This is an optimization exercise on Yosys and OpenROAD, whose aim is small area, a short achievable clock period and few clock cycles per item, not a production implementation. At most, simulation tests tie the RTL to the original design; equivalence was not proved. No activity file was given, so power comes from the tool's default toggle rates.

Setup of alpha:
==> flow/design.v <==
`timescale 1ns / 1ps
`default_nettype none
package rprc_pkg;
  localparam int MAX_RING_BITS = 16;
  localparam int CFG_INDEX_W   = 3;
  localparam int CFG_DATA_W    = 64;
  typedef enum logic [CFG_INDEX_W-1:0] {
    REG_RING_SIZE_LOG2    = 3'd0,
    REG_MAX_MESSAGE_BYTES = 3'd1,
    REG_MESSAGES_TOTAL    = 3'd2,
    REG_BYTES_TOTAL       = 3'd3,
    REG_FAILED_TOTAL      = 3'd4
  } reg_index_t;
  localparam logic [4:0]  RESET_RING_SIZE_LOG2    = 5'd10;
  localparam logic [16:0] RESET_MAX_MESSAGE_BYTES = 17'd4096;
  typedef enum logic [1:0] {
    ACT_RESERVE  = 2'd0,
    ACT_COMMIT   = 2'd1,
    ACT_ROLLBACK = 2'd2,
    ACT_PUSH     = 2'd3
  } action_t;
  typedef enum logic [2:0] {
    ST_OK     = 3'd0,
    ST_SIZE   = 3'd1,
    ST_CLOSED = 3'd2,
    ST_FULL   = 3'd3,
    ST_BUSY   = 3'd4,
    ST_NORES  = 3'd5
  } status_t;
  typedef struct packed {
    action_t     action;
    logic [19:0] message_length;
    logic [15:0] consumer_read_index;
    logic        reader_attached;
  } rprc_in_t;
  typedef struct packed {
    status_t     status;
    logic [15:0] slot_number;
    logic        prefix_write;
    logic [16:0] prefix_value;
    logic [15:0] published_write_index;
    logic [15:0] free_slots;
    logic [63:0] messages_total;
    logic [63:0] bytes_total;
    logic [63:0] failed_total;
  } rprc_out_t;
  typedef struct packed {
    logic [4:0]  ring_size_log2;
    logic [16:0] max_message_bytes;
  } rprc_cfg_t;
endpackage
`default_nettype wire
`timescale 1ns / 1ps
`default_nettype none
import rprc_pkg::*;
module rprc_core (
  input  wire logic         clk,
  input  wire logic         rst,
  input  wire logic         in_valid,
  output logic              in_ready,
  input  wire logic [38:0]  in_data,
  output logic              out_valid,
  input  wire logic         out_ready,
  output logic [260:0]      out_data,
  input  wire logic         cfg_we,
  input  wire logic [rprc_pkg::CFG_INDEX_W-1:0] cfg_index,
  input  wire logic [rprc_pkg::CFG_DATA_W-1:0]  cfg_data
);
  logic [3:0]  e_m1;
  logic [16:0] max_len;
  logic [4:0]  cfg_l;
  logic [3:0]  cfg_e_m1;
  logic [15:0] mask;
  assign cfg_l    = cfg_data[4:0];
  assign cfg_e_m1 = (cfg_l == 5'd0) ? 4'd0 : (cfg_l[4] ? 4'd15 : 4'(cfg_l - 5'd1));
  always_ff @(posedge clk) begin
    if (rst) begin
      e_m1    <= 4'(RESET_RING_SIZE_LOG2 - 5'd1);
      max_len <= RESET_MAX_MESSAGE_BYTES;
    end else if (cfg_we) begin
      case (cfg_index)
        REG_RING_SIZE_LOG2:    e_m1    <= cfg_e_m1;
        REG_MAX_MESSAGE_BYTES: max_len <= cfg_data[16:0];
        default: ;
      endcase
    end
  end
  always_comb begin
    for (int i = 0; i < 16; i++) mask[i] = (i == 0) || (e_m1 >= 4'(i));
  end
  logic        s1_valid;
  logic [1:0]  s1_act;
  logic        s1_len_ok;
  logic [16:0] s1_len;
  logic [15:0] s1_rdi;
  logic        s1_att;
  logic        accept;
  logic        in_len_ok;
  assign accept   = s1_valid && !rst && (!out_valid || out_ready);
  assign in_ready = !(rst || (s1_valid && out_valid && !out_ready));
  assign in_len_ok = (in_data[36:17] != 20'd0) && (in_data[36:17] <= {3'b000, max_len});
  always_ff @(posedge clk) begin
    if (rst)           s1_valid <= 1'b0;
    else if (in_ready) s1_valid <= in_valid;
  end
  always_ff @(posedge clk) begin
    if (in_ready) begin
      s1_act    <= in_data[38:37];
      s1_len_ok <= in_len_ok;
      s1_len    <= in_data[33:17];
      s1_rdi    <= in_data[16:1];
      s1_att    <= in_data[0];
    end
  end
  logic [15:0] wp;
  logic [15:0] wp1;        
  logic        hold;
  logic [15:0] held;
  logic [63:0] msgs, bytes, fails;
  logic [1:0]  act;
  logic [16:0] len;
  logic [15:0] rdi;
  logic        att;
  logic        len_ok, full;
  logic [2:0]  status;
  logic        publish, fail, take_slot, slot_flag, hold_next;
  logic [15:0] free0, free_new;
  assign act    = s1_act;
  assign len    = s1_len;
  assign rdi    = s1_rdi;
  assign att    = s1_att;
  assign len_ok = s1_len_ok;
  assign full   = ((wp1 ^ rdi) & mask) == 16'd0;
  always_comb begin
    status    = ST_OK;
    publish   = 1'b0;
    fail      = 1'b0;
    take_slot = 1'b0;
    slot_flag = 1'b0;
    hold_next = hold;
    case (act)
      ACT_RESERVE: begin
        if (!len_ok)          status = ST_SIZE;
        else if (hold)        status = ST_BUSY;
        else if (!att)        status = ST_CLOSED;
        else if (full)        status = ST_FULL;
        else begin
          take_slot = 1'b1;
          slot_flag = 1'b1;
          hold_next = 1'b1;
        end
      end
      ACT_COMMIT: begin
        if (!len_ok)          status = ST_SIZE;
        else if (!hold)       status = ST_NORES;
        else begin
          slot_flag = 1'b1;
          publish   = 1'b1;
          hold_next = 1'b0;
        end
      end
      ACT_ROLLBACK: begin
        hold_next = 1'b0;
      end
      default: begin
        if (!len_ok)          status = ST_SIZE;
        else if (!att)        begin status = ST_CLOSED; fail = 1'b1; end
        else if (hold || full) begin status = ST_FULL; fail = 1'b1; end
        else begin
          take_slot = 1'b1;
          slot_flag = 1'b1;
          publish   = 1'b1;
        end
      end
    endcase
  end
  logic [15:0] free_flip;
  logic [15:0] f_g [0:4];
  logic [15:0] f_p [0:4];
  always_comb begin
    f_g[0] = rdi & ~wp;
    f_p[0] = rdi ^ ~wp;
    for (int k = 0; k < 4; k++)
      for (int i = 0; i < 16; i++)
        if (i >= (1 << k)) begin
          f_g[k+1][i] = f_g[k][i] | (f_p[k][i] & f_g[k][i - (1 << k)]);
          f_p[k+1][i] = f_p[k][i] & f_p[k][i - (1 << k)];
        end else begin
          f_g[k+1][i] = f_g[k][i];
          f_p[k+1][i] = f_p[k][i];
        end
  end
  assign free0 = f_p[0] ^ {f_g[4][14:0], 1'b0};
  always_comb begin
    free_flip[0] = 1'b1;
    for (int i = 1; i < 16; i++) free_flip[i] = ~|(free0 & ~(16'hFFFF << i));
  end
  assign free_new = (free0 ^ (free_flip & {16{publish}})) & mask;
  logic [63:0] cfg_z;
  logic ld_msgs, ld_bytes, ld_fails;
  assign cfg_z    = rst ? 64'd0 : cfg_data;
  assign ld_msgs  = rst || (cfg_we && (cfg_index == REG_MESSAGES_TOTAL));
  assign ld_bytes = rst || (cfg_we && (cfg_index == REG_BYTES_TOTAL));
  assign ld_fails = rst || (cfg_we && (cfg_index == REG_FAILED_TOTAL));
  logic inc_pub, inc_fail, inc_hi;
  assign inc_pub  = accept && publish;
  assign inc_fail = accept && fail;
  logic [63:0] msgs_ones, fails_ones;
  logic [46:0] bytes_ones;
  logic [17:0] bytes_lo;
  logic [63:0] msgs_keep, fails_keep, bytes_keep;
  always_comb begin
    msgs_ones[0]  = 1'b1;
    fails_ones[0] = 1'b1;
    for (int i = 1; i < 64; i++) begin
      msgs_ones[i]  = &(msgs  | (64'hFFFF_FFFF_FFFF_FFFF << i));
      fails_ones[i] = &(fails | (64'hFFFF_FFFF_FFFF_FFFF << i));
    end
    bytes_ones[0] = 1'b1;
    for (int i = 1; i < 47; i++)
      bytes_ones[i] = &(bytes[63:17] | (47'h7FFF_FFFF_FFFF << i));
  end
  assign bytes_lo   = {1'b0, bytes[16:0]} + {1'b0, len[16:0]};
  assign inc_hi     = inc_pub && bytes_lo[17];
  assign msgs_keep  = ld_msgs  ? cfg_z : msgs;
  assign fails_keep = ld_fails ? cfg_z : fails;
  assign bytes_keep = ld_bytes ? cfg_z : bytes;
  always_ff @(posedge clk) begin
    msgs         <= msgs_keep  ^ (msgs_ones  & {64{inc_pub}});
    fails        <= fails_keep ^ (fails_ones & {64{inc_fail}});
    bytes[63:17] <= bytes_keep[63:17] ^ (bytes_ones & {47{inc_hi}});
    bytes[16:0]  <= bytes_keep[16:0]  ^ ((bytes_lo[16:0] ^ bytes[16:0]) & {17{inc_pub}});
  end
  logic [15:0] wp_flip, wp1_flip;
  logic        take;
  always_comb begin
    wp_flip[0]  = 1'b1;
    wp1_flip[0] = 1'b1;
    for (int i = 1; i < 16; i++) begin
      wp_flip[i]  = &(wp  | (16'hFFFF << i));
      wp1_flip[i] = &(wp1 | (16'hFFFF << i));
    end
  end
  assign take      = accept && take_slot;
  always_ff @(posedge clk) begin
    if (rst) begin
      wp   <= 16'd0;
      wp1  <= 16'd1;
    end else begin
      wp   <= wp  ^ (wp_flip  & {16{inc_pub}});
      wp1  <= wp1 ^ (wp1_flip & {16{inc_pub}});
    end
  end
  always_ff @(posedge clk) begin
    if (rst)         hold <= 1'b0;
    else if (accept) hold <= hold_next;
  end
  always_ff @(posedge clk) begin
    if (take) held <= wp & mask;
  end
  logic [2:0]  r_status;
  logic        r_slot;
  logic        r_pw;
  logic [16:0] r_len;
  logic [15:0] r_free;
  always_ff @(posedge clk) begin
    if (rst)         out_valid <= 1'b0;
    else if (accept) out_valid <= 1'b1;
    else if (out_ready) out_valid <= 1'b0;
  end
  always_ff @(posedge clk) begin
    if (accept) begin
      r_status <= status;
      r_slot   <= slot_flag;
      r_pw     <= publish;
      r_len    <= len[16:0];
      r_free   <= free_new;
    end
  end
  assign out_data = {r_status,
                     held & {16{r_slot}},
                     r_pw,
                     r_len & {17{r_pw}},
                     wp,
                     r_free,
                     msgs,
                     bytes,
                     fails};
endmodule
`default_nettype wire
`timescale 1ns / 1ps
`default_nettype none
import rprc_pkg::*;
module ring_producer_reserve_commit
#(
  parameter int INDEX_BITS = 16
) (
  input  wire logic                   clk,
  input  wire logic                   rst,
  input  wire logic                   in_valid,
  output logic                        in_ready,
  input  wire logic [38:0]            in_data,
  output logic                        out_valid,
  input  wire logic                   out_ready,
  output logic [260:0]                out_data,
  input  wire logic                   cfg_we,
  input  wire logic [rprc_pkg::CFG_INDEX_W-1:0] cfg_index,
  input  wire logic [rprc_pkg::CFG_DATA_W-1:0]  cfg_data
);
  rprc_core u_core (
    .clk       (clk),
    .rst       (rst),
    .in_valid  (in_valid),
    .in_ready  (in_ready),
    .in_data   (in_data),
    .out_valid (out_valid),
    .out_ready (out_ready),
    .out_data  (out_data),
    .cfg_we    (cfg_we),
    .cfg_index (cfg_index),
    .cfg_data  (cfg_data)
  );
endmodule
`default_nettype wire
clock: 6.0 ns
lec_check: 0
cap_margin: 20
core_margin: 2
core_utilization: 65
cts_buf_list: sky130_fd_sc_hd__clkbuf_4 sky130_fd_sc_hd__clkbuf_8
cts_cluster_size: 24
setup_slack_margin: 3.0
slew_margin: 20
standard.sh (not shown) runs the stock make flow with config.mk's settings and CLKGATE_MAP_FILE= SYNTH_SCRIPT=/design/flow/synth_recipe.tcl, a recipe that flattens the netlist after the stock synthesis.
==> flow/flow/run.sh <==
#!/bin/bash
# Standard layout, but the port buffers that global placement inserts on
# every input and output are the smallest buffer (buf_1) instead of the
# clkdlybuf4s50_1 the resizer picks by default.
set -euo pipefail
bash standard.sh finish BUFFER_PORTS_ARGS="-buffer_cell sky130_fd_sc_hd__buf_1" > flow_make.log 2>&1
Input changes introduced in beta (baseline for comparison: alpha):
--- a/flow/design.v
+++ b/flow/design.v
@@ -173,26 +173,11 @@
         end
       end
     endcase
   end
   logic [15:0] free_flip;
-  logic [15:0] f_g [0:4];
-  logic [15:0] f_p [0:4];
-  always_comb begin
-    f_g[0] = rdi & ~wp;
-    f_p[0] = rdi ^ ~wp;
-    for (int k = 0; k < 4; k++)
-      for (int i = 0; i < 16; i++)
-        if (i >= (1 << k)) begin
-          f_g[k+1][i] = f_g[k][i] | (f_p[k][i] & f_g[k][i - (1 << k)]);
-          f_p[k+1][i] = f_p[k][i] & f_p[k][i - (1 << k)];
-        end else begin
-          f_g[k+1][i] = f_g[k][i];
-          f_p[k+1][i] = f_p[k][i];
-        end
-  end
-  assign free0 = f_p[0] ^ {f_g[4][14:0], 1'b0};
+  assign free0 = rdi + ~wp;
   always_comb begin
     free_flip[0] = 1'b1;
     for (int i = 1; i < 16; i++) free_flip[i] = ~|(free0 & ~(16'hFFFF << i));
   end
   assign free_new = (free0 ^ (free_flip & {16{publish}})) & mask;
==> comparison <==
sky130_fd_sc_hd__edfxtp_1 as the worst-path cell with the longest stage delay was reported by beta, and sky130_fd_sc_hd__a221o_2 by alpha. beta — first-pass iteration count of the detailed router 1 higher, alpha as reference. Diff alpha and beta: clock buffer count lower in alpha. Delta (beta minus alpha): total wirelength of the detailed-routed design has increased, part of the total power dissipated in the clock network has remained practically unchanged, simple-gate share of the synthesized area decreased 0.84 points, utilization after layout decreased 0.96 points, setup slack lower. Comparing alpha and beta, the higher multi-input logic area was measured on alpha. Diff alpha -> beta: met3 wirelength from detailed routing +about 15%, maximum operating frequency -0.65%, standard cell area after detailed placement -about 1.7%.
Testbench counts of beta, summed over its fixed seeds: cycles 24,016, items 24,000.
No functional check of the RTL was part of alpha.

-- re-timing with driven ports --
In the flow no input, the clock included, has a driving cell. The finished layouts below were timed again as built, in two steps.
Step 1: set_driving_cell puts a clkbuf_16 on clk and a buf_2 on each other input, an assumption about the parent block.
Step 2, shift: input delay + t, output delay - t, t = (earliest + latest rising clock arrival at the registers) / 2. This alone moves slack from input paths to output paths.
a / b / c = ideal ports / drivers / drivers and shift; a / b = the first two.
run	t (ns)	setup WS [ns]	worst data-port slew with drivers (ns)	pins driven straight from the clock port
alpha	0.634	2.923 / 2.923 / 2.564	0.07	1
beta	0.640	2.903 / 2.903 / 2.495	0.13	1
After both steps setup and hold are still met in every run listed. For beta, which loses most, drivers alone change the setup slack by 0.000 ns; drivers and shift together by -0.408 ns.
